This design comes from an exercise in tuning for small area, a short achievable clock period and few clock cycles on the open sky130 flow, not from production work.
The RTL was checked by simulation tests, not by an equivalence proof against the original design.
Power and IR drop assume default switching activity.

**design.v**
```verilog
package mulPkg;
	localparam int OperandWidth = 32;
	localparam int ProductWidth = 2 * OperandWidth;
	localparam int DefaultRowsPerStage = 8;
	typedef logic [OperandWidth-1:0] operandT;
	typedef struct packed {
		logic valid;
		operandT a;
		operandT b;
	} mulReqT;
	typedef struct packed {
		operandT hi;
		operandT lo;
	} productHalvesT;
	typedef union packed {
		logic [ProductWidth-1:0] full;
		productHalvesT half;
	} productT;
	typedef struct packed {
		logic valid;
		productT product;
	} mulRspT;
endpackage
package apbPkg;
	localparam int AddrWidth = 8;
	localparam int DataWidth = 32;
	typedef struct packed {
		logic psel;
		logic penable;
		logic pwrite;
		logic [AddrWidth-1:0] paddr;
		logic [DataWidth-1:0] pwdata;
	} apbReqT;
	typedef struct packed {
		logic [DataWidth-1:0] prdata;
		logic pready;
		logic pslverr;
	} apbRspT;
	localparam logic [AddrWidth-1:0] AddrOpA = 8'h00;
	localparam logic [AddrWidth-1:0] AddrOpB = 8'h04;
	localparam logic [AddrWidth-1:0] AddrCtrl = 8'h08;
	localparam logic [AddrWidth-1:0] AddrStatus = 8'h0C;
	localparam logic [AddrWidth-1:0] AddrResLo = 8'h10;
	localparam logic [AddrWidth-1:0] AddrResHi = 8'h14;
	localparam int CtrlStartBit = 0;
	localparam int StatusBusyBit = 0;
	localparam int StatusDoneBit = 1;
endpackage
`timescale 1ns/1ps
module prefixAdder #(
	parameter int Width = mulPkg::OperandWidth
) (
	input logic [Width-1:0] a,
	input logic [Width-1:0] b,
	input logic cin,
	output logic [Width-1:0] sum
);
	localparam int Levels = $clog2(Width);
	logic [Width-1:0] p0;
	logic [Width-1:0] g0;
	logic [Width-1:0] gUp [Levels+1];
	logic [Width-1:0] pUp [Levels+1];
	logic [Width-1:0] gDn [Levels+1];
	logic [Width-1:0] pDn [Levels+1];
	logic [Width:0] carry;
	assign p0 = a ^ b;
	assign g0 = (a & b) | {{(Width-1){1'b0}}, p0[0] & cin};
	assign gUp[0] = g0;
	assign pUp[0] = p0;
	for (genvar l = 1; l <= Levels; l++) begin : genUp
		for (genvar i = 0; i < Width; i++) begin : genBit
			if ((i + 1) % (1 << l) == 0) begin : genNode
				assign gUp[l][i] = gUp[l-1][i] | (pUp[l-1][i] & gUp[l-1][i - (1 << (l-1))]);
				assign pUp[l][i] = pUp[l-1][i] & pUp[l-1][i - (1 << (l-1))];
			end else begin : genPass
				assign gUp[l][i] = gUp[l-1][i];
				assign pUp[l][i] = pUp[l-1][i];
			end
		end
	end
	assign gDn[Levels] = gUp[Levels];
	assign pDn[Levels] = pUp[Levels];
	for (genvar l = Levels - 1; l >= 1; l--) begin : genDn
		for (genvar i = 0; i < Width; i++) begin : genBit
			if ((i + 1) % (1 << l) == (1 << (l-1)) && i >= (1 << l)) begin : genNode
				assign gDn[l][i] = gDn[l+1][i] | (pDn[l+1][i] & gDn[l+1][i - (1 << (l-1))]);
				assign pDn[l][i] = pDn[l+1][i] & pDn[l+1][i - (1 << (l-1))];
			end else begin : genPass
				assign gDn[l][i] = gDn[l+1][i];
				assign pDn[l][i] = pDn[l+1][i];
			end
		end
	end
	assign carry[0] = cin;
	assign carry[Width:1] = gDn[1];
	assign sum = p0 ^ carry[Width-1:0];
endmodule
`timescale 1ns/1ps
module mulRow (
	input logic [32:0] accS,
	input logic [32:0] accC,
	input logic idle,
	input logic [31:0] a,
	input logic [3:0] one,
	input logic [3:0] two,
	input logic [3:0] neg,
	input logic d16,
	output logic [40:0] rowX,
	output logic [40:0] rowY
);
	logic [33:0] aExt;
	logic [3:0] negN;
	logic [31:0] top;
	logic [32:0] pp0;
	logic [32:0] pp1;
	logic [32:0] pp2;
	logic [32:0] pp3;
	assign aExt = {1'b0, a, 1'b0};
	assign negN = ~neg;
	assign top = a & {32{d16}};
	assign pp0 = (aExt[33:1] & {33{one[0]}} | aExt[32:0] & {33{two[0]}}) ^ {33{neg[0]}};
	assign pp1 = (aExt[33:1] & {33{one[1]}} | aExt[32:0] & {33{two[1]}}) ^ {33{neg[1]}};
	assign pp2 = (aExt[33:1] & {33{one[2]}} | aExt[32:0] & {33{two[2]}}) ^ {33{neg[2]}};
	assign pp3 = (aExt[33:1] & {33{one[3]}} | aExt[32:0] & {33{two[3]}}) ^ {33{neg[3]}};
	logic fs0, fc0, fs1, fc1, fs2, fc2, fs3, fc3, fs4, fc4, fs5, fc5, fs6, fc6, fs7, fc7;
	logic fs8, fc8, fs9, fc9, fs10, fc10, fs11, fc11, fs12, fc12, fs13, fc13, fs14, fc14, fs15, fc15;
	logic fs16, fc16, fs17, fc17, fs18, fc18, fs19, fc19, fs20, fc20, fs21, fc21, fs22, fc22, fs23, fc23;
	logic fs24, fc24, fs25, fc25, fs26, fc26, fs27, fc27, fs28, fc28, fs29, fc29, fs30, fc30, fs31, fc31;
	logic fs32, fc32, fs33, fc33, fs34, fc34, fs35, fc35, fs36, fc36, fs37, fc37, fs38, fc38, fs39, fc39;
	logic fs40, fc40, fs41, fc41, fs42, fc42, fs43, fc43, fs44, fc44, fs45, fc45, fs46, fc46, fs47, fc47;
	logic fs48, fc48, fs49, fc49, fs50, fc50, fs51, fc51, fs52, fc52, fs53, fc53, fs54, fc54, fs55, fc55;
	logic fs56, fc56, fs57, fc57, fs58, fc58, fs59, fc59, fs60, fc60, fs61, fc61, fs62, fc62, fs63, fc63;
	logic fs64, fc64, fs65, fc65, fs66, fc66, fs67, fc67, fs68, fc68, fs69, fc69, fs70, fc70, fs71, fc71;
	logic fs72, fc72, fs73, fc73, fs74, fc74, fs75, fc75, fs76, fc76, fs77, fc77, fs78, fc78, fs79, fc79;
	logic fs80, fc80, fs81, fc81, fs82, fc82, fs83, fc83, fs84, fc84, fs85, fc85, fs86, fc86, fs87, fc87;
	logic fs88, fc88, fs89, fc89, fs90, fc90, fs91, fc91, fs92, fc92, fs93, fc93, fs94, fc94, fs95, fc95;
	logic fs96, fc96, fs97, fc97, fs98, fc98, fs99, fc99, fs100, fc100, fs101, fc101, fs102, fc102, fs103, fc103;
	logic fs104, fc104, fs105, fc105, fs106, fc106, fs107, fc107, fs108, fc108, fs109, fc109, fs110, fc110, fs111, fc111;
	logic fs112, fc112, fs113, fc113, fs114, fc114, fs115, fc115, fs116, fc116, fs117, fc117, fs118, fc118, fs119, fc119;
	logic fs120, fc120, fs121, fc121, fs122, fc122, fs123, fc123, fs124, fc124, fs125, fc125, fs126, fc126, fs127, fc127;
	logic fs128, fc128, fs129, fc129, fs130, fc130, fs131, fc131, fs132, fc132, fs133, fc133, fs134, fc134, fs135, fc135;
	logic fs136, fc136, fs137, fc137, fs138, fc138, fs139, fc139, fs140, fc140, fs141, fc141, fs142, fc142, fs143, fc143;
	logic fs144, fc144, fs145, fc145, fs146, fc146, fs147, fc147, fs148, fc148, fs149, fc149, fs150, fc150, fs151, fc151;
	logic fs152, fc152, fs153, fc153, fs154, fc154, fs155, fc155, fs156, fc156, fs157, fc157, fs158, fc158, fs159, fc159;
	logic fs160, fc160, fs161, fc161, hs0, hc0, hs1, hc1, hs2, hc2, hs3, hc3, hs4, hc4, hs5, hc5;
	logic hs6, hc6, hs7, hc7, hs8, hc8, hs9, hc9, hs10, hc10, hs11, hc11;
	assign hs0 = accS[6] ^ accC[6];
	assign hc0 = accS[6] & accC[6];
	assign hs1 = accS[7] ^ accC[7];
	assign hc1 = accS[7] & accC[7];
	assign fs0 = accS[8] ^ accC[8] ^ top[0];
	assign fc0 = (accS[8] & accC[8]) | (accS[8] & top[0]) | (accC[8] & top[0]);
	assign fs1 = accS[9] ^ accC[9] ^ top[1];
	assign fc1 = (accS[9] & accC[9]) | (accS[9] & top[1]) | (accC[9] & top[1]);
	assign fs2 = accS[10] ^ accC[10] ^ top[2];
	assign fc2 = (accS[10] & accC[10]) | (accS[10] & top[2]) | (accC[10] & top[2]);
	assign fs3 = accS[11] ^ accC[11] ^ top[3];
	assign fc3 = (accS[11] & accC[11]) | (accS[11] & top[3]) | (accC[11] & top[3]);
	assign fs4 = accS[12] ^ accC[12] ^ top[4];
	assign fc4 = (accS[12] & accC[12]) | (accS[12] & top[4]) | (accC[12] & top[4]);
	assign fs5 = accS[13] ^ accC[13] ^ top[5];
	assign fc5 = (accS[13] & accC[13]) | (accS[13] & top[5]) | (accC[13] & top[5]);
	assign fs6 = accS[14] ^ accC[14] ^ top[6];
	assign fc6 = (accS[14] & accC[14]) | (accS[14] & top[6]) | (accC[14] & top[6]);
	assign fs7 = accS[15] ^ accC[15] ^ top[7];
	assign fc7 = (accS[15] & accC[15]) | (accS[15] & top[7]) | (accC[15] & top[7]);
	assign fs8 = accS[16] ^ accC[16] ^ top[8];
	assign fc8 = (accS[16] & accC[16]) | (accS[16] & top[8]) | (accC[16] & top[8]);
	assign fs9 = accS[17] ^ accC[17] ^ top[9];
	assign fc9 = (accS[17] & accC[17]) | (accS[17] & top[9]) | (accC[17] & top[9]);
	assign fs10 = accS[18] ^ accC[18] ^ top[10];
	assign fc10 = (accS[18] & accC[18]) | (accS[18] & top[10]) | (accC[18] & top[10]);
	assign fs11 = accS[19] ^ accC[19] ^ top[11];
	assign fc11 = (accS[19] & accC[19]) | (accS[19] & top[11]) | (accC[19] & top[11]);
	assign fs12 = accS[20] ^ accC[20] ^ top[12];
	assign fc12 = (accS[20] & accC[20]) | (accS[20] & top[12]) | (accC[20] & top[12]);
	assign fs13 = accS[21] ^ accC[21] ^ top[13];
	assign fc13 = (accS[21] & accC[21]) | (accS[21] & top[13]) | (accC[21] & top[13]);
	assign fs14 = accS[22] ^ accC[22] ^ top[14];
	assign fc14 = (accS[22] & accC[22]) | (accS[22] & top[14]) | (accC[22] & top[14]);
	assign fs15 = accS[23] ^ accC[23] ^ top[15];
	assign fc15 = (accS[23] & accC[23]) | (accS[23] & top[15]) | (accC[23] & top[15]);
	assign fs16 = accS[24] ^ accC[24] ^ top[16];
	assign fc16 = (accS[24] & accC[24]) | (accS[24] & top[16]) | (accC[24] & top[16]);
	assign fs17 = accS[25] ^ accC[25] ^ top[17];
	assign fc17 = (accS[25] & accC[25]) | (accS[25] & top[17]) | (accC[25] & top[17]);
	assign fs18 = accS[26] ^ accC[26] ^ top[18];
	assign fc18 = (accS[26] & accC[26]) | (accS[26] & top[18]) | (accC[26] & top[18]);
	assign fs19 = accS[27] ^ accC[27] ^ top[19];
	assign fc19 = (accS[27] & accC[27]) | (accS[27] & top[19]) | (accC[27] & top[19]);
	assign fs20 = accS[28] ^ accC[28] ^ top[20];
	assign fc20 = (accS[28] & accC[28]) | (accS[28] & top[20]) | (accC[28] & top[20]);
	assign fs21 = accS[29] ^ accC[29] ^ top[21];
	assign fc21 = (accS[29] & accC[29]) | (accS[29] & top[21]) | (accC[29] & top[21]);
	assign fs22 = accS[30] ^ accC[30] ^ top[22];
	assign fc22 = (accS[30] & accC[30]) | (accS[30] & top[22]) | (accC[30] & top[22]);
	assign fs23 = accS[31] ^ accC[31] ^ top[23];
	assign fc23 = (accS[31] & accC[31]) | (accS[31] & top[23]) | (accC[31] & top[23]);
	assign fs24 = 1'b1 ^ accS[32] ^ accC[32];
	assign fc24 = (1'b1 & accS[32]) | (1'b1 & accC[32]) | (accS[32] & accC[32]);
	assign fs25 = idle ^ top[24] ^ pp0[32];
	assign fc25 = (idle & top[24]) | (idle & pp0[32]) | (top[24] & pp0[32]);
	assign hs2 = negN[0] ^ top[25];
	assign hc2 = negN[0] & top[25];
	assign hs3 = accS[2] ^ accC[2];
	assign hc3 = accS[2] & accC[2];
	assign hs4 = accS[3] ^ accC[3];
	assign hc4 = accS[3] & accC[3];
	assign fs26 = accS[4] ^ accC[4] ^ neg[2];
	assign fc26 = (accS[4] & accC[4]) | (accS[4] & neg[2]) | (accC[4] & neg[2]);
	assign hs5 = pp0[4] ^ pp1[2];
	assign hc5 = pp0[4] & pp1[2];
	assign fs27 = accS[5] ^ accC[5] ^ pp0[5];
	assign fc27 = (accS[5] & accC[5]) | (accS[5] & pp0[5]) | (accC[5] & pp0[5]);
	assign hs6 = pp1[3] ^ pp2[1];
	assign hc6 = pp1[3] & pp2[1];
	assign fs28 = neg[3] ^ hs0 ^ pp0[6];
	assign fc28 = (neg[3] & hs0) | (neg[3] & pp0[6]) | (hs0 & pp0[6]);
	assign fs29 = pp1[4] ^ pp2[2] ^ pp3[0];
	assign fc29 = (pp1[4] & pp2[2]) | (pp1[4] & pp3[0]) | (pp2[2] & pp3[0]);
	assign fs30 = hc0 ^ hs1 ^ pp0[7];
	assign fc30 = (hc0 & hs1) | (hc0 & pp0[7]) | (hs1 & pp0[7]);
	assign fs31 = pp1[5] ^ pp2[3] ^ pp3[1];
	assign fc31 = (pp1[5] & pp2[3]) | (pp1[5] & pp3[1]) | (pp2[3] & pp3[1]);
	assign fs32 = hc1 ^ fs0 ^ pp0[8];
	assign fc32 = (hc1 & fs0) | (hc1 & pp0[8]) | (fs0 & pp0[8]);
	assign fs33 = pp1[6] ^ pp2[4] ^ pp3[2];
	assign fc33 = (pp1[6] & pp2[4]) | (pp1[6] & pp3[2]) | (pp2[4] & pp3[2]);
	assign fs34 = fc0 ^ fs1 ^ pp0[9];
	assign fc34 = (fc0 & fs1) | (fc0 & pp0[9]) | (fs1 & pp0[9]);
	assign fs35 = pp1[7] ^ pp2[5] ^ pp3[3];
	assign fc35 = (pp1[7] & pp2[5]) | (pp1[7] & pp3[3]) | (pp2[5] & pp3[3]);
	assign fs36 = fc1 ^ fs2 ^ pp0[10];
	assign fc36 = (fc1 & fs2) | (fc1 & pp0[10]) | (fs2 & pp0[10]);
	assign fs37 = pp1[8] ^ pp2[6] ^ pp3[4];
	assign fc37 = (pp1[8] & pp2[6]) | (pp1[8] & pp3[4]) | (pp2[6] & pp3[4]);
	assign fs38 = fc2 ^ fs3 ^ pp0[11];
	assign fc38 = (fc2 & fs3) | (fc2 & pp0[11]) | (fs3 & pp0[11]);
	assign fs39 = pp1[9] ^ pp2[7] ^ pp3[5];
	assign fc39 = (pp1[9] & pp2[7]) | (pp1[9] & pp3[5]) | (pp2[7] & pp3[5]);
	assign fs40 = fc3 ^ fs4 ^ pp0[12];
	assign fc40 = (fc3 & fs4) | (fc3 & pp0[12]) | (fs4 & pp0[12]);
	assign fs41 = pp1[10] ^ pp2[8] ^ pp3[6];
	assign fc41 = (pp1[10] & pp2[8]) | (pp1[10] & pp3[6]) | (pp2[8] & pp3[6]);
	assign fs42 = fc4 ^ fs5 ^ pp0[13];
	assign fc42 = (fc4 & fs5) | (fc4 & pp0[13]) | (fs5 & pp0[13]);
	assign fs43 = pp1[11] ^ pp2[9] ^ pp3[7];
	assign fc43 = (pp1[11] & pp2[9]) | (pp1[11] & pp3[7]) | (pp2[9] & pp3[7]);
	assign fs44 = fc5 ^ fs6 ^ pp0[14];
	assign fc44 = (fc5 & fs6) | (fc5 & pp0[14]) | (fs6 & pp0[14]);
	assign fs45 = pp1[12] ^ pp2[10] ^ pp3[8];
	assign fc45 = (pp1[12] & pp2[10]) | (pp1[12] & pp3[8]) | (pp2[10] & pp3[8]);
	assign fs46 = fc6 ^ fs7 ^ pp0[15];
	assign fc46 = (fc6 & fs7) | (fc6 & pp0[15]) | (fs7 & pp0[15]);
	assign fs47 = pp1[13] ^ pp2[11] ^ pp3[9];
	assign fc47 = (pp1[13] & pp2[11]) | (pp1[13] & pp3[9]) | (pp2[11] & pp3[9]);
	assign fs48 = fc7 ^ fs8 ^ pp0[16];
	assign fc48 = (fc7 & fs8) | (fc7 & pp0[16]) | (fs8 & pp0[16]);
	assign fs49 = pp1[14] ^ pp2[12] ^ pp3[10];
	assign fc49 = (pp1[14] & pp2[12]) | (pp1[14] & pp3[10]) | (pp2[12] & pp3[10]);
	assign fs50 = fc8 ^ fs9 ^ pp0[17];
	assign fc50 = (fc8 & fs9) | (fc8 & pp0[17]) | (fs9 & pp0[17]);
	assign fs51 = pp1[15] ^ pp2[13] ^ pp3[11];
	assign fc51 = (pp1[15] & pp2[13]) | (pp1[15] & pp3[11]) | (pp2[13] & pp3[11]);
	assign fs52 = fc9 ^ fs10 ^ pp0[18];
	assign fc52 = (fc9 & fs10) | (fc9 & pp0[18]) | (fs10 & pp0[18]);
	assign fs53 = pp1[16] ^ pp2[14] ^ pp3[12];
	assign fc53 = (pp1[16] & pp2[14]) | (pp1[16] & pp3[12]) | (pp2[14] & pp3[12]);
	assign fs54 = fc10 ^ fs11 ^ pp0[19];
	assign fc54 = (fc10 & fs11) | (fc10 & pp0[19]) | (fs11 & pp0[19]);
	assign fs55 = pp1[17] ^ pp2[15] ^ pp3[13];
	assign fc55 = (pp1[17] & pp2[15]) | (pp1[17] & pp3[13]) | (pp2[15] & pp3[13]);
	assign fs56 = fc11 ^ fs12 ^ pp0[20];
	assign fc56 = (fc11 & fs12) | (fc11 & pp0[20]) | (fs12 & pp0[20]);
	assign fs57 = pp1[18] ^ pp2[16] ^ pp3[14];
	assign fc57 = (pp1[18] & pp2[16]) | (pp1[18] & pp3[14]) | (pp2[16] & pp3[14]);
	assign fs58 = fc12 ^ fs13 ^ pp0[21];
	assign fc58 = (fc12 & fs13) | (fc12 & pp0[21]) | (fs13 & pp0[21]);
	assign fs59 = pp1[19] ^ pp2[17] ^ pp3[15];
	assign fc59 = (pp1[19] & pp2[17]) | (pp1[19] & pp3[15]) | (pp2[17] & pp3[15]);
	assign fs60 = fc13 ^ fs14 ^ pp0[22];
	assign fc60 = (fc13 & fs14) | (fc13 & pp0[22]) | (fs14 & pp0[22]);
	assign fs61 = pp1[20] ^ pp2[18] ^ pp3[16];
	assign fc61 = (pp1[20] & pp2[18]) | (pp1[20] & pp3[16]) | (pp2[18] & pp3[16]);
	assign fs62 = fc14 ^ fs15 ^ pp0[23];
	assign fc62 = (fc14 & fs15) | (fc14 & pp0[23]) | (fs15 & pp0[23]);
	assign fs63 = pp1[21] ^ pp2[19] ^ pp3[17];
	assign fc63 = (pp1[21] & pp2[19]) | (pp1[21] & pp3[17]) | (pp2[19] & pp3[17]);
	assign fs64 = fc15 ^ fs16 ^ pp0[24];
	assign fc64 = (fc15 & fs16) | (fc15 & pp0[24]) | (fs16 & pp0[24]);
	assign fs65 = pp1[22] ^ pp2[20] ^ pp3[18];
	assign fc65 = (pp1[22] & pp2[20]) | (pp1[22] & pp3[18]) | (pp2[20] & pp3[18]);
	assign fs66 = fc16 ^ fs17 ^ pp0[25];
	assign fc66 = (fc16 & fs17) | (fc16 & pp0[25]) | (fs17 & pp0[25]);
	assign fs67 = pp1[23] ^ pp2[21] ^ pp3[19];
	assign fc67 = (pp1[23] & pp2[21]) | (pp1[23] & pp3[19]) | (pp2[21] & pp3[19]);
	assign fs68 = fc17 ^ fs18 ^ pp0[26];
	assign fc68 = (fc17 & fs18) | (fc17 & pp0[26]) | (fs18 & pp0[26]);
	assign fs69 = pp1[24] ^ pp2[22] ^ pp3[20];
	assign fc69 = (pp1[24] & pp2[22]) | (pp1[24] & pp3[20]) | (pp2[22] & pp3[20]);
	assign fs70 = fc18 ^ fs19 ^ pp0[27];
	assign fc70 = (fc18 & fs19) | (fc18 & pp0[27]) | (fs19 & pp0[27]);
	assign fs71 = pp1[25] ^ pp2[23] ^ pp3[21];
	assign fc71 = (pp1[25] & pp2[23]) | (pp1[25] & pp3[21]) | (pp2[23] & pp3[21]);
	assign fs72 = fc19 ^ fs20 ^ pp0[28];
	assign fc72 = (fc19 & fs20) | (fc19 & pp0[28]) | (fs20 & pp0[28]);
	assign fs73 = pp1[26] ^ pp2[24] ^ pp3[22];
	assign fc73 = (pp1[26] & pp2[24]) | (pp1[26] & pp3[22]) | (pp2[24] & pp3[22]);
	assign fs74 = fc20 ^ fs21 ^ pp0[29];
	assign fc74 = (fc20 & fs21) | (fc20 & pp0[29]) | (fs21 & pp0[29]);
	assign fs75 = pp1[27] ^ pp2[25] ^ pp3[23];
	assign fc75 = (pp1[27] & pp2[25]) | (pp1[27] & pp3[23]) | (pp2[25] & pp3[23]);
	assign fs76 = fc21 ^ fs22 ^ pp0[30];
	assign fc76 = (fc21 & fs22) | (fc21 & pp0[30]) | (fs22 & pp0[30]);
	assign fs77 = pp1[28] ^ pp2[26] ^ pp3[24];
	assign fc77 = (pp1[28] & pp2[26]) | (pp1[28] & pp3[24]) | (pp2[26] & pp3[24]);
	assign fs78 = fc22 ^ fs23 ^ pp0[31];
	assign fc78 = (fc22 & fs23) | (fc22 & pp0[31]) | (fs23 & pp0[31]);
	assign fs79 = pp1[29] ^ pp2[27] ^ pp3[25];
	assign fc79 = (pp1[29] & pp2[27]) | (pp1[29] & pp3[25]) | (pp2[27] & pp3[25]);
	assign fs80 = fc23 ^ fs24 ^ pp1[30];
	assign fc80 = (fc23 & fs24) | (fc23 & pp1[30]) | (fs24 & pp1[30]);
	assign fs81 = pp2[28] ^ pp3[26] ^ fs25;
	assign fc81 = (pp2[28] & pp3[26]) | (pp2[28] & fs25) | (pp3[26] & fs25);
	assign fs82 = fc24 ^ hs2 ^ pp1[31];
	assign fc82 = (fc24 & hs2) | (fc24 & pp1[31]) | (hs2 & pp1[31]);
	assign fs83 = pp2[29] ^ pp3[27] ^ fc25;
	assign fc83 = (pp2[29] & pp3[27]) | (pp2[29] & fc25) | (pp3[27] & fc25);
	assign fs84 = 1'b1 ^ top[26] ^ hc2;
	assign fc84 = (1'b1 & top[26]) | (1'b1 & hc2) | (top[26] & hc2);
	assign fs85 = pp1[32] ^ pp2[30] ^ pp3[28];
	assign fc85 = (pp1[32] & pp2[30]) | (pp1[32] & pp3[28]) | (pp2[30] & pp3[28]);
	assign fs86 = negN[1] ^ top[27] ^ pp2[31];
	assign fc86 = (negN[1] & top[27]) | (negN[1] & pp2[31]) | (top[27] & pp2[31]);
	assign hs7 = 1'b1 ^ top[28];
	assign hc7 = 1'b1 & top[28];
	assign hs8 = accS[0] ^ accC[0];
	assign hc8 = accS[0] & accC[0];
	assign hs9 = accS[1] ^ accC[1];
	assign hc9 = accS[1] & accC[1];
	assign fs87 = neg[1] ^ hs3 ^ pp0[2];
	assign fc87 = (neg[1] & hs3) | (neg[1] & pp0[2]) | (hs3 & pp0[2]);
	assign fs88 = hc3 ^ hs4 ^ pp0[3];
	assign fc88 = (hc3 & hs4) | (hc3 & pp0[3]) | (hs4 & pp0[3]);
	assign fs89 = hc4 ^ fs26 ^ pp2[0];
	assign fc89 = (hc4 & fs26) | (hc4 & pp2[0]) | (fs26 & pp2[0]);
	assign fs90 = fc26 ^ hc5 ^ fs27;
	assign fc90 = (fc26 & hc5) | (fc26 & fs27) | (hc5 & fs27);
	assign fs91 = fc27 ^ hc6 ^ fs28;
	assign fc91 = (fc27 & hc6) | (fc27 & fs28) | (hc6 & fs28);
	assign fs92 = fc28 ^ fc29 ^ fs30;
	assign fc92 = (fc28 & fc29) | (fc28 & fs30) | (fc29 & fs30);
	assign fs93 = fc30 ^ fc31 ^ fs32;
	assign fc93 = (fc30 & fc31) | (fc30 & fs32) | (fc31 & fs32);
	assign fs94 = fc32 ^ fc33 ^ fs34;
	assign fc94 = (fc32 & fc33) | (fc32 & fs34) | (fc33 & fs34);
	assign fs95 = fc34 ^ fc35 ^ fs36;
	assign fc95 = (fc34 & fc35) | (fc34 & fs36) | (fc35 & fs36);
	assign fs96 = fc36 ^ fc37 ^ fs38;
	assign fc96 = (fc36 & fc37) | (fc36 & fs38) | (fc37 & fs38);
	assign fs97 = fc38 ^ fc39 ^ fs40;
	assign fc97 = (fc38 & fc39) | (fc38 & fs40) | (fc39 & fs40);
	assign fs98 = fc40 ^ fc41 ^ fs42;
	assign fc98 = (fc40 & fc41) | (fc40 & fs42) | (fc41 & fs42);
	assign fs99 = fc42 ^ fc43 ^ fs44;
	assign fc99 = (fc42 & fc43) | (fc42 & fs44) | (fc43 & fs44);
	assign fs100 = fc44 ^ fc45 ^ fs46;
	assign fc100 = (fc44 & fc45) | (fc44 & fs46) | (fc45 & fs46);
	assign fs101 = fc46 ^ fc47 ^ fs48;
	assign fc101 = (fc46 & fc47) | (fc46 & fs48) | (fc47 & fs48);
	assign fs102 = fc48 ^ fc49 ^ fs50;
	assign fc102 = (fc48 & fc49) | (fc48 & fs50) | (fc49 & fs50);
	assign fs103 = fc50 ^ fc51 ^ fs52;
	assign fc103 = (fc50 & fc51) | (fc50 & fs52) | (fc51 & fs52);
	assign fs104 = fc52 ^ fc53 ^ fs54;
	assign fc104 = (fc52 & fc53) | (fc52 & fs54) | (fc53 & fs54);
	assign fs105 = fc54 ^ fc55 ^ fs56;
	assign fc105 = (fc54 & fc55) | (fc54 & fs56) | (fc55 & fs56);
	assign fs106 = fc56 ^ fc57 ^ fs58;
	assign fc106 = (fc56 & fc57) | (fc56 & fs58) | (fc57 & fs58);
	assign fs107 = fc58 ^ fc59 ^ fs60;
	assign fc107 = (fc58 & fc59) | (fc58 & fs60) | (fc59 & fs60);
	assign fs108 = fc60 ^ fc61 ^ fs62;
	assign fc108 = (fc60 & fc61) | (fc60 & fs62) | (fc61 & fs62);
	assign fs109 = fc62 ^ fc63 ^ fs64;
	assign fc109 = (fc62 & fc63) | (fc62 & fs64) | (fc63 & fs64);
	assign fs110 = fc64 ^ fc65 ^ fs66;
	assign fc110 = (fc64 & fc65) | (fc64 & fs66) | (fc65 & fs66);
	assign fs111 = fc66 ^ fc67 ^ fs68;
	assign fc111 = (fc66 & fc67) | (fc66 & fs68) | (fc67 & fs68);
	assign fs112 = fc68 ^ fc69 ^ fs70;
	assign fc112 = (fc68 & fc69) | (fc68 & fs70) | (fc69 & fs70);
	assign fs113 = fc70 ^ fc71 ^ fs72;
	assign fc113 = (fc70 & fc71) | (fc70 & fs72) | (fc71 & fs72);
	assign fs114 = fc72 ^ fc73 ^ fs74;
	assign fc114 = (fc72 & fc73) | (fc72 & fs74) | (fc73 & fs74);
	assign fs115 = fc74 ^ fc75 ^ fs76;
	assign fc115 = (fc74 & fc75) | (fc74 & fs76) | (fc75 & fs76);
	assign fs116 = fc76 ^ fc77 ^ fs78;
	assign fc116 = (fc76 & fc77) | (fc76 & fs78) | (fc77 & fs78);
	assign fs117 = fc78 ^ fc79 ^ fs80;
	assign fc117 = (fc78 & fc79) | (fc78 & fs80) | (fc79 & fs80);
	assign fs118 = fc80 ^ fs82 ^ fc81;
	assign fc118 = (fc80 & fs82) | (fc80 & fc81) | (fs82 & fc81);
	assign fs119 = fc82 ^ fs84 ^ fs85;
	assign fc119 = (fc82 & fs84) | (fc82 & fs85) | (fs84 & fs85);
	assign fs120 = pp3[29] ^ fc84 ^ fc85;
	assign fc120 = (pp3[29] & fc84) | (pp3[29] & fc85) | (fc84 & fc85);
	assign fs121 = hs7 ^ pp2[32] ^ pp3[30];
	assign fc121 = (hs7 & pp2[32]) | (hs7 & pp3[30]) | (pp2[32] & pp3[30]);
	assign fs122 = negN[2] ^ top[29] ^ hc7;
	assign fc122 = (negN[2] & top[29]) | (negN[2] & hc7) | (top[29] & hc7);
	assign hs10 = 1'b1 ^ top[30];
	assign hc10 = 1'b1 & top[30];
	assign hs11 = neg[0] ^ hs8;
	assign hc11 = neg[0] & hs8;
	assign fs123 = hc8 ^ hs9 ^ pp0[1];
	assign fc123 = (hc8 & hs9) | (hc8 & pp0[1]) | (hs9 & pp0[1]);
	assign fs124 = hc9 ^ pp1[0] ^ fs87;
	assign fc124 = (hc9 & pp1[0]) | (hc9 & fs87) | (pp1[0] & fs87);
	assign fs125 = pp1[1] ^ fc87 ^ fs88;
	assign fc125 = (pp1[1] & fc87) | (pp1[1] & fs88) | (fc87 & fs88);
	assign fs126 = fc88 ^ fs89 ^ hs5;
	assign fc126 = (fc88 & fs89) | (fc88 & hs5) | (fs89 & hs5);
	assign fs127 = fc89 ^ hs6 ^ fs90;
	assign fc127 = (fc89 & hs6) | (fc89 & fs90) | (hs6 & fs90);
	assign fs128 = fs29 ^ fc90 ^ fs91;
	assign fc128 = (fs29 & fc90) | (fs29 & fs91) | (fc90 & fs91);
	assign fs129 = fs31 ^ fc91 ^ fs92;
	assign fc129 = (fs31 & fc91) | (fs31 & fs92) | (fc91 & fs92);
	assign fs130 = fs33 ^ fc92 ^ fs93;
	assign fc130 = (fs33 & fc92) | (fs33 & fs93) | (fc92 & fs93);
	assign fs131 = fs35 ^ fc93 ^ fs94;
	assign fc131 = (fs35 & fc93) | (fs35 & fs94) | (fc93 & fs94);
	assign fs132 = fs37 ^ fc94 ^ fs95;
	assign fc132 = (fs37 & fc94) | (fs37 & fs95) | (fc94 & fs95);
	assign fs133 = fs39 ^ fc95 ^ fs96;
	assign fc133 = (fs39 & fc95) | (fs39 & fs96) | (fc95 & fs96);
	assign fs134 = fs41 ^ fc96 ^ fs97;
	assign fc134 = (fs41 & fc96) | (fs41 & fs97) | (fc96 & fs97);
	assign fs135 = fs43 ^ fc97 ^ fs98;
	assign fc135 = (fs43 & fc97) | (fs43 & fs98) | (fc97 & fs98);
	assign fs136 = fs45 ^ fc98 ^ fs99;
	assign fc136 = (fs45 & fc98) | (fs45 & fs99) | (fc98 & fs99);
	assign fs137 = fs47 ^ fc99 ^ fs100;
	assign fc137 = (fs47 & fc99) | (fs47 & fs100) | (fc99 & fs100);
	assign fs138 = fs49 ^ fc100 ^ fs101;
	assign fc138 = (fs49 & fc100) | (fs49 & fs101) | (fc100 & fs101);
	assign fs139 = fs51 ^ fc101 ^ fs102;
	assign fc139 = (fs51 & fc101) | (fs51 & fs102) | (fc101 & fs102);
	assign fs140 = fs53 ^ fc102 ^ fs103;
	assign fc140 = (fs53 & fc102) | (fs53 & fs103) | (fc102 & fs103);
	assign fs141 = fs55 ^ fc103 ^ fs104;
	assign fc141 = (fs55 & fc103) | (fs55 & fs104) | (fc103 & fs104);
	assign fs142 = fs57 ^ fc104 ^ fs105;
	assign fc142 = (fs57 & fc104) | (fs57 & fs105) | (fc104 & fs105);
	assign fs143 = fs59 ^ fc105 ^ fs106;
	assign fc143 = (fs59 & fc105) | (fs59 & fs106) | (fc105 & fs106);
	assign fs144 = fs61 ^ fc106 ^ fs107;
	assign fc144 = (fs61 & fc106) | (fs61 & fs107) | (fc106 & fs107);
	assign fs145 = fs63 ^ fc107 ^ fs108;
	assign fc145 = (fs63 & fc107) | (fs63 & fs108) | (fc107 & fs108);
	assign fs146 = fs65 ^ fc108 ^ fs109;
	assign fc146 = (fs65 & fc108) | (fs65 & fs109) | (fc108 & fs109);
	assign fs147 = fs67 ^ fc109 ^ fs110;
	assign fc147 = (fs67 & fc109) | (fs67 & fs110) | (fc109 & fs110);
	assign fs148 = fs69 ^ fc110 ^ fs111;
	assign fc148 = (fs69 & fc110) | (fs69 & fs111) | (fc110 & fs111);
	assign fs149 = fs71 ^ fc111 ^ fs112;
	assign fc149 = (fs71 & fc111) | (fs71 & fs112) | (fc111 & fs112);
	assign fs150 = fs73 ^ fc112 ^ fs113;
	assign fc150 = (fs73 & fc112) | (fs73 & fs113) | (fc112 & fs113);
	assign fs151 = fs75 ^ fc113 ^ fs114;
	assign fc151 = (fs75 & fc113) | (fs75 & fs114) | (fc113 & fs114);
	assign fs152 = fs77 ^ fc114 ^ fs115;
	assign fc152 = (fs77 & fc114) | (fs77 & fs115) | (fc114 & fs115);
	assign fs153 = fs79 ^ fc115 ^ fs116;
	assign fc153 = (fs79 & fc115) | (fs79 & fs116) | (fc115 & fs116);
	assign fs154 = fc116 ^ fs117 ^ fs81;
	assign fc154 = (fc116 & fs117) | (fc116 & fs81) | (fs117 & fs81);
	assign fs155 = fc117 ^ fs83 ^ fs118;
	assign fc155 = (fc117 & fs83) | (fc117 & fs118) | (fs83 & fs118);
	assign fs156 = fs119 ^ fc83 ^ fc118;
	assign fc156 = (fs119 & fc83) | (fs119 & fc118) | (fc83 & fc118);
	assign fs157 = fs86 ^ fc119 ^ fs120;
	assign fc157 = (fs86 & fc119) | (fs86 & fs120) | (fc119 & fs120);
	assign fs158 = fs121 ^ fc86 ^ fc120;
	assign fc158 = (fs121 & fc86) | (fs121 & fc120) | (fc86 & fc120);
	assign fs159 = pp3[31] ^ fc121 ^ fs122;
	assign fc159 = (pp3[31] & fc121) | (pp3[31] & fs122) | (fc121 & fs122);
	assign fs160 = hs10 ^ pp3[32] ^ fc122;
	assign fc160 = (hs10 & pp3[32]) | (hs10 & fc122) | (pp3[32] & fc122);
	assign fs161 = negN[3] ^ top[31] ^ hc10;
	assign fc161 = (negN[3] & top[31]) | (negN[3] & hc10) | (top[31] & hc10);
	assign rowX[0] = hs11;
	assign rowY[0] = pp0[0];
	assign rowX[1] = hc11;
	assign rowY[1] = fs123;
	assign rowX[2] = fc123;
	assign rowY[2] = fs124;
	assign rowX[3] = fc124;
	assign rowY[3] = fs125;
	assign rowX[4] = fc125;
	assign rowY[4] = fs126;
	assign rowX[5] = fc126;
	assign rowY[5] = fs127;
	assign rowX[6] = fc127;
	assign rowY[6] = fs128;
	assign rowX[7] = fc128;
	assign rowY[7] = fs129;
	assign rowX[8] = fc129;
	assign rowY[8] = fs130;
	assign rowX[9] = fc130;
	assign rowY[9] = fs131;
	assign rowX[10] = fc131;
	assign rowY[10] = fs132;
	assign rowX[11] = fc132;
	assign rowY[11] = fs133;
	assign rowX[12] = fc133;
	assign rowY[12] = fs134;
	assign rowX[13] = fc134;
	assign rowY[13] = fs135;
	assign rowX[14] = fc135;
	assign rowY[14] = fs136;
	assign rowX[15] = fc136;
	assign rowY[15] = fs137;
	assign rowX[16] = fc137;
	assign rowY[16] = fs138;
	assign rowX[17] = fc138;
	assign rowY[17] = fs139;
	assign rowX[18] = fc139;
	assign rowY[18] = fs140;
	assign rowX[19] = fc140;
	assign rowY[19] = fs141;
	assign rowX[20] = fc141;
	assign rowY[20] = fs142;
	assign rowX[21] = fc142;
	assign rowY[21] = fs143;
	assign rowX[22] = fc143;
	assign rowY[22] = fs144;
	assign rowX[23] = fc144;
	assign rowY[23] = fs145;
	assign rowX[24] = fc145;
	assign rowY[24] = fs146;
	assign rowX[25] = fc146;
	assign rowY[25] = fs147;
	assign rowX[26] = fc147;
	assign rowY[26] = fs148;
	assign rowX[27] = fc148;
	assign rowY[27] = fs149;
	assign rowX[28] = fc149;
	assign rowY[28] = fs150;
	assign rowX[29] = fc150;
	assign rowY[29] = fs151;
	assign rowX[30] = fc151;
	assign rowY[30] = fs152;
	assign rowX[31] = fc152;
	assign rowY[31] = fs153;
	assign rowX[32] = fc153;
	assign rowY[32] = fs154;
	assign rowX[33] = fc154;
	assign rowY[33] = fs155;
	assign rowX[34] = fc155;
	assign rowY[34] = fs156;
	assign rowX[35] = fc156;
	assign rowY[35] = fs157;
	assign rowX[36] = fc157;
	assign rowY[36] = fs158;
	assign rowX[37] = fc158;
	assign rowY[37] = fs159;
	assign rowX[38] = fc159;
	assign rowY[38] = fs160;
	assign rowX[39] = fc160;
	assign rowY[39] = fs161;
	assign rowX[40] = fc161;
	assign rowY[40] = 1'b0;
endmodule
`timescale 1ns/1ps
module mulArray (
	input logic clk,
	input logic arstN,
	input logic [31:0] a,
	input logic [31:0] b,
	input logic wrB,
	input logic [7:0] bLoNext,
	input logic aValidNext,
	input logic bValidNext,
	input logic go,
	output mulPkg::productT product
);
	logic run1;
	logic run2;
	logic run3;
	logic running;
	logic first;
	logic [3:0] oneQ;
	logic [3:0] twoQ;
	logic [3:0] negQ;
	logic d16Q;
	logic [3:0] oneD;
	logic [3:0] twoD;
	logic [3:0] negD;
	logic digitsOn;
	logic [32:0] accS;
	logic [32:0] accC;
	logic [7:0] byteS;
	logic [7:0] byteC;
	logic [23:0] lowQ;
	logic lowCarry;
	logic [40:0] rowX;
	logic [40:0] rowY;
	logic [8:0] byteSum;
	logic [39:0] topSum;
	assign first = go & ~running;
	always_ff @(posedge clk or negedge arstN) begin
		if (!arstN) begin
			run1 <= 1'b0;
			run2 <= 1'b0;
			run3 <= 1'b0;
			running <= 1'b0;
		end else begin
			run1 <= first;
			run2 <= run1;
			run3 <= run2;
			running <= first | run1 | run2;
		end
	end
	function automatic logic [11:0] booth(input logic [7:0] g, input logic below);
		logic [3:0] one;
		logic [3:0] two;
		logic [3:0] neg;
		for (int j = 0; j < 4; j++) begin
			logic hi;
			logic mid;
			logic lo;
			hi = g[2*j+1];
			mid = g[2*j];
			lo = (j == 0) ? below : g[2*j-1];
			neg[j] = hi;
			one[j] = mid ^ lo;
			two[j] = (hi & ~mid & ~lo) | (~hi & mid & lo);
		end
		booth = {neg, two, one};
	endfunction
	logic [11:0] digitsFirst;
	logic [11:0] digitsRun;
	logic [11:0] digitsIdle;
	logic [11:0] digitsD;
	assign digitsFirst = booth(b[15:8], b[7]);
	assign digitsIdle = wrB ? booth(bLoNext, 1'b0) : booth(b[7:0], 1'b0);
	always_comb begin
		if (run1) begin
			digitsRun = booth(b[23:16], b[15]);
		end else if (run2) begin
			digitsRun = booth(b[31:24], b[23]);
		end else begin
			digitsRun = digitsIdle;
		end
		digitsD = first ? digitsFirst : digitsRun;
	end
	assign digitsOn = aValidNext & bValidNext;
	assign {negD, twoD, oneD} = digitsD & {12{digitsOn}};
	always_ff @(posedge clk) begin
		oneQ <= oneD;
		twoQ <= twoD;
		negQ <= negD;
		d16Q <= run2 & b[31] & digitsOn;
	end
	mulRow mulRow_i (
		.accS(accS & {33{running}}),
		.accC(accC & {33{running}}),
		.idle(~running),
		.a(a),
		.one(oneQ),
		.two(twoQ),
		.neg(negQ),
		.d16(d16Q),
		.rowX(rowX),
		.rowY(rowY)
	);
	assign byteSum = {1'b0, byteS} + {1'b0, byteC} + {8'd0, lowCarry & (run2 | run3)};
	always_ff @(posedge clk) begin
		if (go | running) begin
			accS <= rowX[40:8];
			accC <= rowY[40:8];
			byteS <= rowX[7:0];
			byteC <= rowY[7:0];
		end
		if (running) begin
			lowCarry <= byteSum[8];
		end
		if (run1) begin
			lowQ[7:0] <= byteSum[7:0];
		end
		if (run2) begin
			lowQ[15:8] <= byteSum[7:0];
		end
		if (run3) begin
			lowQ[23:16] <= byteSum[7:0];
		end
	end
	prefixAdder #(
		.Width(40)
	) prefixAdder_i (
		.a({accS[31:0], byteS}),
		.b({accC[31:0], byteC}),
		.cin(lowCarry),
		.sum(topSum)
	);
	assign product.half.hi = topSum[39:8];
	assign product.half.lo = {topSum[7:0], lowQ};
endmodule
`timescale 1ns/1ps
module mulApbRegs (
	input logic clk,
	input logic arstN,
	input apbPkg::apbReqT apbReq,
	output apbPkg::apbRspT apbRsp,
	output mulPkg::operandT opA,
	output mulPkg::operandT opB,
	output logic opBWrite,
	output logic [7:0] opBLoNext,
	output logic opAValidNext,
	output logic opBValidNext,
	output logic go,
	input mulPkg::productT product
);
	logic setup;
	logic done;
	logic inMap;
	logic mapped;
	logic wrOpA;
	logic wrOpB;
	logic opAValid;
	logic opBValid;
	mulPkg::operandT opARead;
	mulPkg::operandT opBRead;
	mulPkg::productT result;
	logic [apbPkg::DataWidth-1:0] readWord;
	logic [apbPkg::DataWidth-1:0] prdataQ;
	logic pslverrQ;
	assign setup = apbReq.psel & ~apbReq.penable;
	assign go = setup && apbReq.pwrite && (apbReq.paddr == apbPkg::AddrCtrl) &&
		apbReq.pwdata[apbPkg::CtrlStartBit];
	assign inMap = (apbReq.paddr[7:5] == 3'b000) && (apbReq.paddr[1:0] == 2'b00);
	assign mapped = inMap & ~(apbReq.paddr[4] & apbReq.paddr[3]);
	assign opARead = opA & {32{opAValid}};
	assign opBRead = opB & {32{opBValid}};
	assign result = product & {64{done}};
	always_comb begin
		case ({apbReq.paddr[4], apbReq.paddr[2]})
			2'b00: readWord = opARead;
			2'b01: readWord = opBRead;
			2'b10: readWord = result.half.lo;
			default: readWord = result.half.hi;
		endcase
		if (apbReq.paddr[3]) begin
			readWord = '0;
			readWord[apbPkg::StatusDoneBit] = done & apbReq.paddr[2] & ~apbReq.paddr[4];
		end
		if (!inMap) begin
			readWord = '0;
		end
	end
	always_ff @(posedge clk) begin
		prdataQ <= readWord;
		pslverrQ <= ~mapped;
	end
	always_comb begin
		apbRsp.prdata = prdataQ;
		apbRsp.pready = 1'b1;
		apbRsp.pslverr = pslverrQ;
	end
	always_ff @(posedge clk or negedge arstN) begin
		if (!arstN) begin
			wrOpA <= 1'b0;
			wrOpB <= 1'b0;
			opAValid <= 1'b0;
			opBValid <= 1'b0;
			done <= 1'b0;
		end else begin
			wrOpA <= setup && apbReq.pwrite && (apbReq.paddr == apbPkg::AddrOpA);
			wrOpB <= setup && apbReq.pwrite && (apbReq.paddr == apbPkg::AddrOpB);
			if (wrOpA) begin
				opAValid <= 1'b1;
			end
			if (wrOpB) begin
				opBValid <= 1'b1;
			end
			if (go) begin
				done <= 1'b1;
			end
		end
	end
	always_ff @(posedge clk) begin
		if (wrOpA) begin
			opA <= apbReq.pwdata;
		end
		if (wrOpB) begin
			opB <= apbReq.pwdata;
		end
	end
	assign opBWrite = wrOpB;
	assign opBLoNext = apbReq.pwdata[7:0];
	assign opAValidNext = opAValid | wrOpA;
	assign opBValidNext = opBValid | wrOpB;
endmodule
`timescale 1ns/1ps
module mulApbTop (
	input logic clk,
	input logic arstN,
	input apbPkg::apbReqT apbReq,
	output apbPkg::apbRspT apbRsp
);
	mulPkg::operandT opA;
	mulPkg::operandT opB;
	logic go;
	logic opBWrite;
	logic [7:0] opBLoNext;
	logic opAValidNext;
	logic opBValidNext;
	mulPkg::productT product;
	mulApbRegs mulApbRegs_i (
		.clk(clk),
		.arstN(arstN),
		.apbReq(apbReq),
		.apbRsp(apbRsp),
		.opA(opA),
		.opB(opB),
		.opBWrite(opBWrite),
		.opBLoNext(opBLoNext),
		.opAValidNext(opAValidNext),
		.opBValidNext(opBValidNext),
		.go(go),
		.product(product)
	);
	mulArray mulArray_i (
		.clk(clk),
		.arstN(arstN),
		.a(opA),
		.b(opB),
		.wrB(opBWrite),
		.bLoNext(opBLoNext),
		.aValidNext(opAValidNext),
		.bValidNext(opBValidNext),
		.go(go),
		.product(product)
	);
endmodule
`timescale 1ns/1ps
module mulApbChip (
	input logic clk,
	input logic arstN,
	input logic psel,
	input logic penable,
	input logic pwrite,
	input logic [7:0] paddr,
	input logic [31:0] pwdata,
	output logic [31:0] prdata,
	output logic pready,
	output logic pslverr
);
	apbPkg::apbReqT apbReq;
	apbPkg::apbRspT apbRsp;
	assign apbReq.psel = psel;
	assign apbReq.penable = penable;
	assign apbReq.pwrite = pwrite;
	assign apbReq.paddr = paddr;
	assign apbReq.pwdata = pwdata;
	assign prdata = apbRsp.prdata;
	assign pready = apbRsp.pready;
	assign pslverr = apbRsp.pslverr;
	mulApbTop mulApbTop_i (
		.clk(clk),
		.arstN(arstN),
		.apbReq(apbReq),
		.apbRsp(apbRsp)
	);
endmodule
```
**flow/run.sh**
```bash
#!/bin/bash
# The standard layout, with timing repair aimed at a path delay well below
# the clock period: the clock and the constraints are unchanged, only
# repair_timing's setup margin is raised (and kept to the worst endpoints).
set -euo pipefail
export SETUP_SLACK_MARGIN="${FLOW_SETUP_MARGIN:-9.2}"
export TNS_END_PERCENT="${FLOW_TNS_END:-10}"
export BUFFER_PORTS_ARGS="-buffer_cell sky130_fd_sc_hd__buf_4"
bash standard.sh > flow_standard.log 2>&1
```
**standard.sh**
```bash
#!/bin/bash
# synth_recipe.tcl (not shown) runs the flow's synth.tcl, then flattens the netlist and writes it again
# the make line also repeats each setting of config.mk as NAME=value (left out here)
make -C /OpenROAD-flow-scripts/flow DESIGN_CONFIG=/design/flow/config.mk WORK_HOME=/design/flow/orfs CLKGATE_MAP_FILE= SYNTH_SCRIPT=/design/flow/synth_recipe.tcl "${@:-finish}"
```
**config.mk**
```make
export PLATFORM = sky130hd
export DESIGN_NAME = mulApbChip
export DESIGN_NICKNAME = mulApbChip
export VERILOG_FILES = /design/flow/design.v
export SDC_FILE = /design/flow/constraint.sdc
export NUM_CORES = 4
export LEC_CHECK = 0
export CAP_MARGIN = 50
export CORE_MARGIN = 2
export CORE_UTILIZATION = 40
export SLEW_MARGIN = 70
```
**constraint.sdc**
```tcl
create_clock -name core_clock -period 13.0 [get_ports {clk}]
set_input_delay 2.6000 -clock core_clock [delete_from_list [all_inputs] [get_ports {clk}]]
set_output_delay 2.6000 -clock core_clock [all_outputs]
set_load 0.01 [all_outputs]
```
==> impl_metrics.py, run 1 <==
metrics = {
    "status": {
        "status": "finished clean",
    },
    "grt": {
        "first_global_vias": 12900,
        "antenna_found_initial": 0,
        "grt_first_pass_wirelength_mm": 78.2,
        "grt_max_degree": 52,
        "grt_usage_pct": 23.9,
        "grt_overflow": 0,
    },
    "floorplanning": {
        "core-area_um2": 41800,
        "die-area_um2": 43900,
        "die_w_um": 209,
        "row_count": 75,
        "initial_core_util_pct": 40.4,
        "dieHeight_um": 209,
        "top_level_ports": 79,
    },
    "finish": {
        "antenna_cells": 0,
        "area_growth_pct": 15.5,
        "final_layout_size_suffix_gt1_share_pct": 15.1,
        "fin_nets": 1875,
    },
    "clock_network": {
        "cts_sinks": 225,
        "cts.path.max_buffers": 3,
        "cts_tree": "built",
        "numCtsBuffers": 26,
        "cts-root-buf": "clkbuf_16",
        "cts_max_level": 1,
        "cts_hold_buf": 0,
        "clkTransAtPathRegs_ns": 0.06,
        "clk_latency_ns": 0.55,
    },
    "pwr": {
        "p_leak_nw": 7.55,
        "peakVddDrop_mv": 0.0940,
        "finalPower_w": 0.00151,
        "power_density_nw_per_um2": 77.5,
    },
    "worst_setup_path": {
        "arrival_ns": 4.19,
        "path_class": "register to register",
        "path_max_fanout": 3,
        "required_ns": 13.43,
        "cp-start-kind": "register",
        "endpoint_kind": "register",
    },
    "timing": {
        "hold_viol_final": 0,
        "period_needed_ns": 3.75,
        "fmax_ghz": 0.267,
        "skew_ns": 0.0114,
        "post-route-period-util_pct": 28.9,
        "rsz0062_at_grt": "yes",
        "finalSetupViolCount": 0,
        "drv_slew": 0,
        "fin_tns_setup_ns": 0,
    },
    "routing": {
        "wl_met3_mm": 4.76,
        "routed.top_layer": "met4",
        "drt_iter0_markers": 1235,
        "drc": 0,
        "wl_met2_mm": 23.7,
        "first_pass_iters": 5,
        "routed_via_density": 5.62,
        "antenna_left": 0,
        "avgRoutedWirePerCell_um": 23.8,
        "wl_met1_mm": 20.9,
        "dr_total_vias": 12100,
        "wl_mm": 51.4,
    },
    "yosys": {
        "syn_avg_cell_area_um2": 10.9,
        "synth_ff_type": "edfxtp_1",
        "synth.top_cell.area_share_pct": 30.2,
        "netlist_top_cells_area": "edfxtp_1, fa_1, a22oi_1",
        "yosys.area.top_type": "edfxtp_1",
        "synthesis.nets": 1820,
        "synth_edf_count": 170,
        "syn-cell-area_um2": 16900,
        "synth_warnings": 7,
        "synthArstFlopShare_pct": 4.00,
        "synthesis.instances": 1544,
        "ys_seq_elements": 225,
        "ys_seq_area_share_pct": 37.0,
        "synth_cell_types": 55,
    },
    "place": {
        "hpwl_mm": 38.1,
        "io_buffers": 77,
        "gp_congestion": 0.911,
    },
    "worst_hold_path": {
        "hold_class": "register to register",
    },
    "run": {
        "cap_violations": 0,
    },
}
worst paths after layout:
kind	start	end	slack, ns	cells past startpoint
max in group asynchronous	arstN	mulApbTop_i.mulArray_i.run3	10.98	1
worst max register to register	mulApbTop_i.mulArray_i.lowCarry	mulApbTop_i.mulApbRegs_i.prdataQ[25]	9.25	15
worst min-delay path	mulApbTop_i.mulArray_i.lowQ[8]	mulApbTop_i.mulApbRegs_i.prdataQ[8]	0.52	2
worst max-delay path	mulApbTop_i.mulArray_i.lowCarry	mulApbTop_i.mulApbRegs_i.prdataQ[25]	9.25	15
min in group asynchronous	arstN	mulApbTop_i.mulApbRegs_i.wrOpA	1.86	1
worst min register to register	mulApbTop_i.mulArray_i.lowQ[8]	mulApbTop_i.mulApbRegs_i.prdataQ[8]	0.52	2
sequential cells by signal, indices dropped and copies added (netlist names), 4 cells and up:
name and cells:
mulApbTop_i.mulApbRegs_i.opA 32, mulApbTop_i.mulArray_i.lowQ 24, mulApbTop_i.mulArray_i.negQ 4, mulApbTop_i.mulArray_i.byteS 8, mulApbTop_i.mulArray_i.byteC 8, mulApbTop_i.mulApbRegs_i.opB 32, mulApbTop_i.mulArray_i.twoQ 4, mulApbTop_i.mulArray_i.accS 33
mulApbTop_i.mulArray_i.accC 32, mulApbTop_i.mulApbRegs_i.prdataQ 32, mulApbTop_i.mulArray_i.oneQ 4
repair_timing:
action,4_1_cts,5_1_grt
buffers inserted,1,4
setup endpoints to repair,8,72
pin swaps,6,18
gates resized for setup,10,10
per-layer routing:
metal	track usage, %	vias up
li1	-	5285
met1	31.8	6112
met2	37.7	609
met3	5.69	118
met4	9.75	0
met5	0	-
critical path, stage by stage, from the launching register on:
cell       delay, ns
edfxtp_1        0.46
fa_2            0.42
inv_2           0.06
fa_2            0.25
nor2b_4         0.07
o2111ai_4       0.24
a21oi_4         0.11
o21a_1          0.24
o2bb2ai_4       0.19
a21o_4          0.25
buf_4           0.14
fa_1            0.43
xnor2_1         0.37
o22ai_1         0.12
a221oi_1        0.24
nor2_1          0.06
cell usage in the layout (no fill, tap or decap), types with 4 or more instances in the layout:
cell type / n
a211oi_1: 22
a21o_1: 14
a21oi_1: 80
a22oi_1: 170
and2_1: 68
buf_16: 8
buf_2: 26
buf_4: 93
buf_8: 9
clkbuf_1: 6
clkbuf_16: 27
clkinv_1: 4
clkinv_2: 6
dfrtp_1: 6
dfxtp_1: 35
dfxtp_4: 8
edfxtp_1: 170
fa_1: 179
fa_2: 4
ha_1: 48
inv_1: 202
nand2_1: 43
nand2b_1: 5
nand3b_1: 7
nor2_1: 84
nor2b_1: 4
o21a_1: 4
o21ai_0: 16
o22ai_1: 4
or2_2: 4
or3b_2: 5
xnor2_1: 136
xnor2_2: 4
xor2_1: 30
report_power, final:
group          leakage, nW  switching (W)  internal (W)  total (W)
Sequential            2.03    0.000000598      0.000765   0.000766
Combinational         5.11      0.0000148     0.0000132  0.0000280
Clock                0.403       0.000307      0.000410   0.000717
per-stage QoR:
| step | utilization (%) | hold slack, ns | cells | instance area (um^2) | setup WS, ns |
|---|---|---|---|---|---|
| finish | 46.7 | 0.519 | 2158 | 19500 | 9.25 |
| global route | 46.7 | 0.516 | 2158 | 19500 | 9.18 |
| CTS | 46.2 | 0.505 | 2145 | 19300 | 9.19 |
| detailed placement | 44.1 | 0.490 | 2096 | 18400 | 8.71 |
| global placement | 42.7 | 0.480 | 2058 | 17800 | 8.29 |
| floorplan | - | 0.442 | 1544 | 16900 | 8.82 |
synth_stat cells, types with 4 or more instances:
cell	n
o22ai_1	4
dfrtp_1	9
ha_1	48
nand3_1	4
o21a_1	4
a22oi_1	170
nand3b_1	7
edfxtp_1	170
xor2_1	34
buf_1	14
nor2_1	86
o21ai_0	17
or2_2	6
clkbuf_1	102
nand2b_1	5
nand2_1	45
and2_1	68
fa_1	183
inv_1	203
a21oi_1	82
a211oi_1	22
nor2b_1	5
a21o_1	15
xnor2_1	142
or3b_2	5
dfxtp_1	46
layout make-up:
cell class	count	area, um^2
Clock buffer	35	726
Clock inverter	13	91.3
Fill cell	3772	22300
Inverter	205	779
Multi-Input combinational cell	997	9660
Sequential cell	225	6290
Tap cell	539	674
Timing Repair Buffer	144	1280
kinds of logic (layout without fill, tap and decap cells):
kind of cell | after synthesis | count (layout) | share of synthesized area (%)
other | 1 | 1 | 0.0222
xor gates and xnor gates | 176 | 176 | 9.13
DFF | 225 | 225 | 37.0
adders and majority gates | 231 | 231 | 25.3
muxes | 4 | 4 | 0.245
and+or+nand+nor | 249 | 249 | 7.45
buffers and inverters | 322 | 397 | 7.18
AOI/OAI and AO/OA | 336 | 336 | 13.7
Testbench counts, summed over its fixed seeds: cycles 14,400.
==> inputs of run 2 (changes only) <==
--- a/config.mk
+++ b/config.mk
@@ -6,6 +6,6 @@
 export NUM_CORES = 4
 export LEC_CHECK = 0
-export CAP_MARGIN = 50
+export CAP_MARGIN = 20
 export CORE_MARGIN = 2
 export CORE_UTILIZATION = 40
-export SLEW_MARGIN = 70
+export SLEW_MARGIN = 20
==> run 2 against run 1 <==
  * Still clean on timing, DRC and antenna
  * Combinational power down 4%
  * Register-to-register slack better by 0.02 ns
  * Critical path depth decreased by 14
  * Fmax rose by 0.29%
  * Non-clock buffer count is 42 lower
  * Worst setup slack better by 0.011 ns
  * Critical path type is now register to primary output
  * Largest cell class unchanged
  * Highest routed layer unchanged
==> impl_metrics.py, run 2 <==
metrics = {
    "status": {
        "status": "finished clean",
    },
    "clock_network": {
        "cts_tree": "built",
        "cts_sinks": 225,
        "clkTransAtPathRegs_ns": 0.06,
        "cts-root-buf": "clkbuf_16",
        "cts.path.max_buffers": 3,
        "cts_max_level": 1,
        "clk_latency_ns": 0.56,
        "numCtsBuffers": 26,
    },
    "worst_setup_path": {
        "path_max_fanout": 1,
        "max_stage_delay_ns": 0.43,
        "endpoint_kind": "primary output",
        "rr_worst_depth": 16,
        "path_class": "register to primary output",
        "required_ns": 10.40,
        "crit_cells": 1,
        "critPathTopFamily": "flip-flops",
        "r2r-end": "mulApbTop_i.mulApbRegs_i.prdataQ[15]",
        "r2r_start": "mulApbTop_i.mulArray_i.byteS[0]",
        "path_buf_inv": 1,
        "rrSetupSlack_ns": 9.27,
        "cp-start-kind": "register",
        "arrival_ns": 1.14,
        "worst_path_max_delay_cell": "dfxtp_1",
        "crit_chain": "buf_4",
    },
    "place": {
        "postPlaceCellArea_um2": 17800,
        "pre_cts_ws_ns": 8.30,
        "hpwl_mm": 35.6,
        "gp_congestion": 0.911,
        "io_buffers": 77,
    },
    "routing": {
        "wl_mm": 51.2,
        "avgRoutedWirePerCell_um": 24.2,
        "drt_iter0_markers": 1311,
        "antenna_left": 0,
        "dr_total_vias": 12000,
        "drc": 0,
        "first_pass_iters": 6,
        "routed_via_density": 5.67,
    },
    "finish": {
        "fin_nets": 1833,
        "area_growth_pct": 12.2,
        "largest_reg_flops": 33,
        "top_register": "mulApbTop_i.mulArray_i.accS",
        "antenna_cells": 0,
        "final_layout_size_suffix_gt1_share_pct": 12.2,
        "final_common_cell": "inv_1",
        "final_cell_mix": "inv_1, fa_1, a22oi_1, edfxtp_1, xnor2_1",
        "design_area_um2": 18900,
        "utilization_pct": 45.3,
    },
    "grt": {
        "grt_overflow": 0,
        "grt_usage_pct": 23.7,
        "grt_max_degree": 82,
        "first_global_vias": 12700,
        "antenna_found_initial": 0,
        "grt_first_pass_wirelength_mm": 77.7,
    },
    "timing": {
        "hold_viol_final": 0,
        "skew_ns": 0.0177,
        "max_slew.worst_pin.slew_ns": 1.04,
        "timing.final.ws_setup_ns": 9.26,
        "rsz0062_at_grt": "yes",
        "finalSetupViolCount": 0,
        "drv_slew": 0,
        "period_needed_ns": 3.74,
        "fin_tns_setup_ns": 0,
        "post-route-period-util_pct": 28.8,
        "slew-limit-headroom_pct": 30.4,
        "fmax_ghz": 0.267,
    },
    "worst_hold_path": {
        "worstHoldEndpoint": "mulApbTop_i.mulApbRegs_i.opAValid",
        "min_path_cells": 1,
        "min_from": "mulApbTop_i.mulApbRegs_i.opAValid",
        "hold_class": "register to register",
    },
    "yosys": {
        "syn-cell-area_um2": 16900,
        "ys_seq_elements": 225,
        "synthesis.nets": 1820,
        "syn_avg_cell_area_um2": 10.9,
        "ys_seq_area_share_pct": 37.0,
        "synthesis.instances": 1544,
        "netlist_top_cells_area": "edfxtp_1, fa_1, a22oi_1",
        "synthArstFlopShare_pct": 4.00,
        "synth.top_cell.area_share_pct": 30.2,
        "synth_commonest_cells": "inv_1, fa_1, a22oi_1, edfxtp_1, xnor2_1",
        "synth_ff_type": "edfxtp_1",
        "synth_cell_types": 55,
        "yosys.area.top_type": "edfxtp_1",
        "synth_warnings": 7,
        "synth_edf_count": 170,
        "synth_most_common_cell": "inv_1",
    },
    "pwr": {
        "peakVddDrop_mv": 0.0917,
        "power_density_nw_per_um2": 82.2,
        "p_leak_nw": 7.28,
    },
    "floorplanning": {
        "core-area_um2": 41800,
        "dieHeight_um": 209,
        "initial_core_util_pct": 40.4,
        "top_level_ports": 79,
        "die_w_um": 209,
        "row_count": 75,
        "die-area_um2": 43900,
    },
    "run": {
        "cap_violations": 0,
    },
}
run 2: cell counts after synthesis:
No cell type changed its count.
run 2: timing repair:
item,in CTS,in global routing
pin swaps,9,11
gates cloned,0,1
endpoints found under the setup margin,90,101
hold buffers,0,0
gates resized for setup,12,8
setup buffers,4,5
run 2: layout make-up:
| class | instances | area (um^2) |
|---|---|---|
| Fill cell | 3826 | 22800 |
| Multi-Input combinational cell | 997 | 9520 |
| Sequential cell | 225 | 6260 |
| Clock buffer | 36 | 805 |
| Timing Repair Buffer | 102 | 803 |
| Inverter | 205 | 771 |
| Tap cell | 539 | 674 |
| Clock inverter | 12 | 92.6 |
run 2: worst max path at each step:
| stage | start | end | slack, ns |
|---|---|---|---|
| after floorplan | paddr[4] | mulApbTop_i.mulArray_i.accC[0] | 8.82 |
| after global placement | paddr[5] | mulApbTop_i.mulArray_i.accC[16] | 8.29 |
| after detailed placement | paddr[5] | mulApbTop_i.mulArray_i.accS[31] | 8.30 |
| after CTS | paddr[5] | mulApbTop_i.mulArray_i.twoQ[0] | 9.17 |
| after global routing | mulApbTop_i.mulArray_i.byteS[0] | mulApbTop_i.mulApbRegs_i.prdataQ[15] | 9.12 |
| final | mulApbTop_i.mulApbRegs_i.prdataQ[14] | prdata[14] | 9.26 |
run 2: routing by layer:
layer	global-route usage, %	vias to the layer above	wire length, um
li1	-	5184	-
met5	0	-	0
met3	4.83	97	4810
met2	38.3	634	24000
met1	32.1	6090	20900
met4	7.54	0	1460
run 2: logic make-up after synthesis:
logic type | count (synthesis) | share of synthesized area, %
compound gates | 336 | 13.7
xor+xnor | 176 | 9.13
fa+ha+maj | 231 | 25.3
other cells | 1 | 0.0222
simple gates | 249 | 7.45
buf+inv | 322 | 7.18
mux | 4 | 0.245
flops | 225 | 37.0
run 2: through the flow:
| step | std cells | total power, W | hold WS (ns) |
|---|---|---|---|
| after detailed placement | 2058 | 0.000809 | 0.482 |
| after floorplan | 1544 | 0.000792 | 0.442 |
| final | 2116 | 0.00156 | 0.502 |
| after global routing | 2116 | 0.00160 | 0.514 |
| after CTS | 2110 | 0.00157 | 0.498 |
| after global placement | 2058 | 0.000809 | 0.480 |
run 2: report_power, final:
group / switching, W / internal [W] / leakage (nW) / total (W)
Combinational: 0.0000141 / 0.0000128 / 4.81 / 0.0000269
Sequential: 0.000000738 / 0.000767 / 2.03 / 0.000768
Clock: 0.000309 / 0.000453 / 0.440 / 0.000762
Total: 0.000324 / 0.00123 / 7.28 / 0.00156

## what the ideal ports hide
No port has a modelled driver above. Below, the same layouts with a new extraction and two added sets of constraints. Step 1, drivers: a clkbuf_16 drives clk and a buf_2 each remaining input, both assumed. Step 2, shift: input delay + t, output delay - t, t = (earliest + latest rising clock arrival at the registers) / 2. This alone moves slack from input paths to output paths. a / b / c = ideal ports / drivers / drivers and shift; a / b = the first two.
run	t, ns	setup slack, ns	hold WS [ns]
run 1	0.605	9.248 / 9.215 / 8.750	0.519 / 0.519 / 0.519
run 2	0.603	9.259 / 9.206 / 8.698	0.502 / 0.502 / 0.502
After both steps every run listed still meets setup and hold. For run 2, which loses most, drivers alone change the setup slack by -0.053 ns; drivers and shift together by -0.561 ns.
